Source: an optimization exercise on an open RTL-to-GDS flow (aim: small area, a short achievable clock period and few clock cycles per item). Production flows keep margins and buffers that such runs may drop.
Only simulation tests tie the RTL to the original design; equivalence was not proved.

## nickel
==> module sqb_tex_table, before the edit <==
module sqb_tex_table
(
  input  logic              clk,
  input  logic              rst,
  input  logic [31:0]       tex,        
  input  logic              in_valid,
  input  logic              accept,     
  input  logic              is_end,     
  input  logic              cap,        
  output logic              done,       
  output logic              done_next,  
  output logic [SLOT_W-1:0] slot,       
  output logic              full_cut    
);
  logic [31:0]        ring [TEXTURE_SLOTS];
  logic [4:0]         rot;
  logic [5:0]         cnt;              
  logic [5:0]         total;            
  logic [5:0]         new_slot;         
  logic               full;             
  logic               empty;            
  logic               pend_v;
  logic [31:0]        pend;             
  logic [1:0]         lk_n;             
  logic               acc_hit;
  logic [SLOT_W-1:0]  acc_slot;
  logic [N_CMP-1:0]   m_lo;
  logic [N_CMP-1:0]   m_hi;
  logic [N_CMP-1:0]   m_lo_r;
  logic [N_CMP-1:0]   m_hi_r;
  logic [N_CMP-1:0]   m_r;
  logic               m_p;
  logic               mp_r;
  logic               cmp_v;            
  logic [SLOT_W-1:0]  slot_k [N_CMP];   
  logic               hit_r;
  logic [SLOT_W-1:0]  slot_r;
  for (genvar k = 0; k < N_CMP; k++) begin : g_cmp
    logic [4:0] addr;
    assign addr = 5'(CMP_STEP * k) + rot;
    assign slot_k[k] = {addr == 5'd0, addr};
    sqb_cell u_cell (
      .entry (ring[CMP_STEP * k]),
      .query (tex),
      .en       ({1'b0, addr} < cnt),
      .match_lo (m_lo[k]),
      .match_hi (m_hi[k])
    );
  end
  assign m_p = pend_v && (pend == tex);
  assign m_r = m_lo_r & m_hi_r;
  always_comb begin
    slot_r = mp_r ? total : '0;         
    for (int k = 0; k < N_CMP; k++) begin
      slot_r = slot_r | (m_r[k] ? slot_k[k] : '0);
    end
  end
  assign hit_r = cmp_v && ((|m_r) || mp_r);
  logic [TEXTURE_SLOTS-1:0] wpos_at;   
  logic [5:0]         cnt_nx;
  logic [4:0]         rot_nx;
  logic [4:0]         wpos_nx;
  logic [TEXTURE_SLOTS-1:0] wr;
  logic               drain;
  assign wpos_nx = cnt_nx[4:0] - rot_nx - 5'd1;
  always_comb begin
    wr = '0;
    for (int p = 0; p < TEXTURE_SLOTS; p += WR_STEP) begin
      wr[p] = pend_v && wpos_at[p];
    end
  end
  assign drain = |wr;
  for (genvar p = 0; p < TEXTURE_SLOTS; p++) begin : g_ring
    always_ff @(posedge clk) begin
      if (wr[p]) begin
        ring[p] <= pend;
      end else begin
        ring[p] <= ring[(p + 1) % TEXTURE_SLOTS];
      end
    end
  end
  logic               tex_zero;
  logic               f_hit;
  logic               miss;
  logic               clear;
  logic [5:0]         total_nx;
  logic [1:0]         lk_nx;
  assign tex_zero = (tex == 32'd0);
  assign done     = empty || (lk_n == 2'(CMP_STEP));
  assign f_hit    = (acc_hit || hit_r) && !cap;
  assign miss     = !tex_zero && !f_hit;
  assign full_cut = !cap && miss && full;
  assign clear    = accept && (is_end || cap || full_cut);
  always_comb begin
    if (tex_zero) begin
      slot = '0;
    end else if (f_hit) begin
      slot = hit_r ? slot_r : acc_slot;
    end else if (cap || full) begin
      slot = 6'd1;
    end else begin
      slot = new_slot;
    end
  end
  logic               grow;             
  logic               refill;           
  logic               empty_nx;
  logic               full_nx;
  logic [5:0]         new_slot_nx;
  assign grow   = accept && miss;
  assign refill = !is_end && miss;
  always_comb begin
    if (clear) begin
      total_nx    = {5'd0, refill};
      new_slot_nx = refill ? 6'd2 : 6'd1;
      empty_nx    = !refill;
      full_nx     = 1'b0;
    end else if (grow) begin
      total_nx    = new_slot;
      new_slot_nx = new_slot + 6'd1;
      empty_nx    = 1'b0;
      full_nx     = (total == 6'(TEXTURE_SLOTS - 1));
    end else begin
      total_nx    = total;
      new_slot_nx = new_slot;
      empty_nx    = empty;
      full_nx     = full;
    end
    if (accept || !in_valid) begin
      lk_nx = '0;
    end else if (lk_n != 2'(CMP_STEP)) begin
      lk_nx = lk_n + 2'd1;
    end else begin
      lk_nx = lk_n;
    end
  end
  assign done_next = empty_nx || (lk_nx == 2'(CMP_STEP));
  always_comb begin
    if (rst) begin
      cnt_nx = '0;
      rot_nx = '0;
    end else begin
      cnt_nx = clear ? 6'd0 : cnt + {5'd0, drain};
      rot_nx = rot + 5'd1;
    end
  end
  always_ff @(posedge clk) begin
    if (!pend_v || drain) begin
      pend <= tex;
    end
    cnt <= cnt_nx;
    rot <= rot_nx;
    for (int p = 0; p < TEXTURE_SLOTS; p++) begin
      wpos_at[p] <= (p % WR_STEP == 0) && (wpos_nx == 5'(p));
    end
    m_lo_r <= m_lo;
    m_hi_r <= m_hi;
    mp_r <= m_p;
    if (rst) begin
      total    <= '0;
      new_slot <= 6'd1;
      full     <= 1'b0;
      empty    <= 1'b1;
      pend_v   <= 1'b0;
      lk_n     <= '0;
      acc_hit  <= 1'b0;
      acc_slot <= '0;
      cmp_v    <= 1'b0;
    end else begin
      cmp_v    <= in_valid && !accept;
      lk_n     <= lk_nx;
      total    <= total_nx;
      new_slot <= new_slot_nx;
      full     <= full_nx;
      empty    <= empty_nx;
      if (accept || !in_valid) begin
        acc_hit <= 1'b0;
      end else if (hit_r) begin
        acc_hit  <= 1'b1;
        acc_slot <= slot_r;
      end
      if (clear) begin
        pend_v <= !is_end && miss;
      end else begin
        pend_v <= (pend_v && !drain) || grow;
      end
    end
  end
endmodule
Settings: LEC_CHECK=0, CAP_MARGIN=20, CORE_MARGIN=2, CORE_UTILIZATION=60, CTS_BUF_LIST=sky130_fd_sc_hd__clkbuf_8, SETUP_SLACK_MARGIN=3.4, SLEW_MARGIN=20; clock period 6.0 ns.
standard.sh (not shown) runs the stock make flow with config.mk's settings and CLKGATE_MAP_FILE= SYNTH_SCRIPT=/design/flow/synth_recipe.tcl, a recipe that flattens the netlist after the stock synthesis.
==> flow/flow/run.sh <==
#!/bin/bash
# The standard layout (the standard.sh: ORFS synthesis through finish),
# with changes to how the resizer and the clock tree work:
#  - port buffers are sky130_fd_sc_hd__buf_1 instead of the cell buffer_ports
#    picks by default (a delay cell); the resizer sizes them afterwards;
#  - gate sizing may swap cells of other footprints (MATCH_CELL_FOOTPRINT=0);
#  - clock tree synthesis inserts no dummy loads and clusters up to 14
#    registers within 60 um per leaf buffer.
# Every port still gets its buffer. The make output goes to flow_make.log.
set -euo pipefail
bash standard.sh \
  "BUFFER_PORTS_ARGS=-buffer_cell sky130_fd_sc_hd__buf_1" \
  MATCH_CELL_FOOTPRINT=0 \
  "CTS_ARGS=-sink_clustering_enable -repair_clock_nets -dont_use_dummy_load -buf_list sky130_fd_sc_hd__clkbuf_8 -sink_clustering_size 14 -sink_clustering_max_diameter 60" \
  finish > flow_make.log 2>&1
Testbench counts of nickel, summed over its fixed seeds: cycles 47,560, items 12,000.
Modified inputs, tundra compared to nickel
--- a/flow/design.v
+++ b/flow/design.v
@@ -79,23 +79,20 @@
     slot_r = mp_r ? total : '0;         
     for (int k = 0; k < N_CMP; k++) begin
       slot_r = slot_r | (m_r[k] ? slot_k[k] : '0);
     end
   end
   assign hit_r = cmp_v && ((|m_r) || mp_r);
-  logic [TEXTURE_SLOTS-1:0] wpos_at;   
-  logic [5:0]         cnt_nx;
-  logic [4:0]         rot_nx;
-  logic [4:0]         wpos_nx;
+  logic [4:0]         wpos;             
   logic [TEXTURE_SLOTS-1:0] wr;
   logic               drain;
-  assign wpos_nx = cnt_nx[4:0] - rot_nx - 5'd1;
+  assign wpos = cnt[4:0] - rot - 5'd1;
   always_comb begin
     wr = '0;
     for (int p = 0; p < TEXTURE_SLOTS; p += WR_STEP) begin
-      wr[p] = pend_v && wpos_at[p];
+      wr[p] = pend_v && (wpos == 5'(p));
     end
   end
   assign drain = |wr;
   for (genvar p = 0; p < TEXTURE_SLOTS; p++) begin : g_ring
     always_ff @(posedge clk) begin
       if (wr[p]) begin
@@ -158,59 +155,50 @@
       lk_nx = lk_n + 2'd1;
     end else begin
       lk_nx = lk_n;
     end
   end
   assign done_next = empty_nx || (lk_nx == 2'(CMP_STEP));
-  always_comb begin
-    if (rst) begin
-      cnt_nx = '0;
-      rot_nx = '0;
-    end else begin
-      cnt_nx = clear ? 6'd0 : cnt + {5'd0, drain};
-      rot_nx = rot + 5'd1;
-    end
-  end
   always_ff @(posedge clk) begin
     if (!pend_v || drain) begin
       pend <= tex;
     end
-    cnt <= cnt_nx;
-    rot <= rot_nx;
-    for (int p = 0; p < TEXTURE_SLOTS; p++) begin
-      wpos_at[p] <= (p % WR_STEP == 0) && (wpos_nx == 5'(p));
-    end
     m_lo_r <= m_lo;
     m_hi_r <= m_hi;
     mp_r <= m_p;
     if (rst) begin
+      rot      <= '0;
+      cnt      <= '0;
       total    <= '0;
       new_slot <= 6'd1;
       full     <= 1'b0;
       empty    <= 1'b1;
       pend_v   <= 1'b0;
       lk_n     <= '0;
       acc_hit  <= 1'b0;
       acc_slot <= '0;
       cmp_v    <= 1'b0;
     end else begin
       cmp_v    <= in_valid && !accept;
+      rot      <= rot + 5'd1;
       lk_n     <= lk_nx;
       total    <= total_nx;
       new_slot <= new_slot_nx;
       full     <= full_nx;
       empty    <= empty_nx;
       if (accept || !in_valid) begin
         acc_hit <= 1'b0;
       end else if (hit_r) begin
         acc_hit  <= 1'b1;
         acc_slot <= slot_r;
       end
       if (clear) begin
+        cnt    <= '0;
         pend_v <= !is_end && miss;
       end else begin
+        cnt    <= cnt + {5'd0, drain};
         pend_v <= (pend_v && !drain) || grow;
       end
     end
   end
 endmodule
 import sqb_pkg::*;
[summary]
tundra | stages: all done | timing, DRC, antenna: all pass
nickel went all the way through the flow, and no timing, DRC or antenna check failed.
tundra vs nickel — die outline width dropped slightly
Clock-pin slew reported for the worst setup and hold paths after clock tree synthesis delta (tundra -> nickel): insignificant
Summary of tundra over nickel: area growth from synthesis to layout increased 3.2 points, area of the die decreased 0.80%.
[diff] post-layout minimum cycle time, tundra relative to nickel: improvement
In the metrics for nickel and tundra, the one carrying the lower net count reported at finish is nickel.
[tundra] number of placed cells counting well taps fell 0.81% relative to nickel
The post-CTS resize count in tundra was higher than what nickel gave.
When the final numbers for nickel and tundra were put side by side, the clock skew after layout turned out to be smaller in nickel.
Data required time at the worst endpoint came out lower on tundra than on nickel.
Global-route wire length before repair, nickel and tundra: higher on tundra
In the metrics for nickel and tundra, the one carrying the higher synthesized cell count is nickel.
Relative to nickel, effective utilization at floorplan has increased by 0.26 points in tundra.
On area fraction in and, or, nand and nor cells after synthesis, nickel and tundra are neck and neck.
Testbench counts of tundra, summed over its fixed seeds: cycles 47,560, items 12,000.

-- afterwards: timing with drivers on the ports --
Ports are ideal in the flow. The routed layouts listed here were re-timed in OpenROAD. Step 1 assumes that a clkbuf_16 drives the clock port and a buf_2 every other input. Step 2 also shifts input and output timing later by t, the mid clock arrival at the registers, as if the neighbouring blocks saw the same clock. Three values: ideal ports, drivers, drivers and shift; two values: the first two.
run | shift t [ns] | slack for setup (ns) | slew at the worst register clock pin (ns)
nickel | 0.829 | 2.515 / 2.531 / 1.711 | 0.10 / 0.10
tundra | 0.808 | 3.159 / 3.012 / 2.366 | 0.10 / 0.10
After both steps setup and hold are still met in every run listed. The setup slack of nickel, which loses most, moves by +0.016 ns with the drivers and by -0.804 ns with both steps.
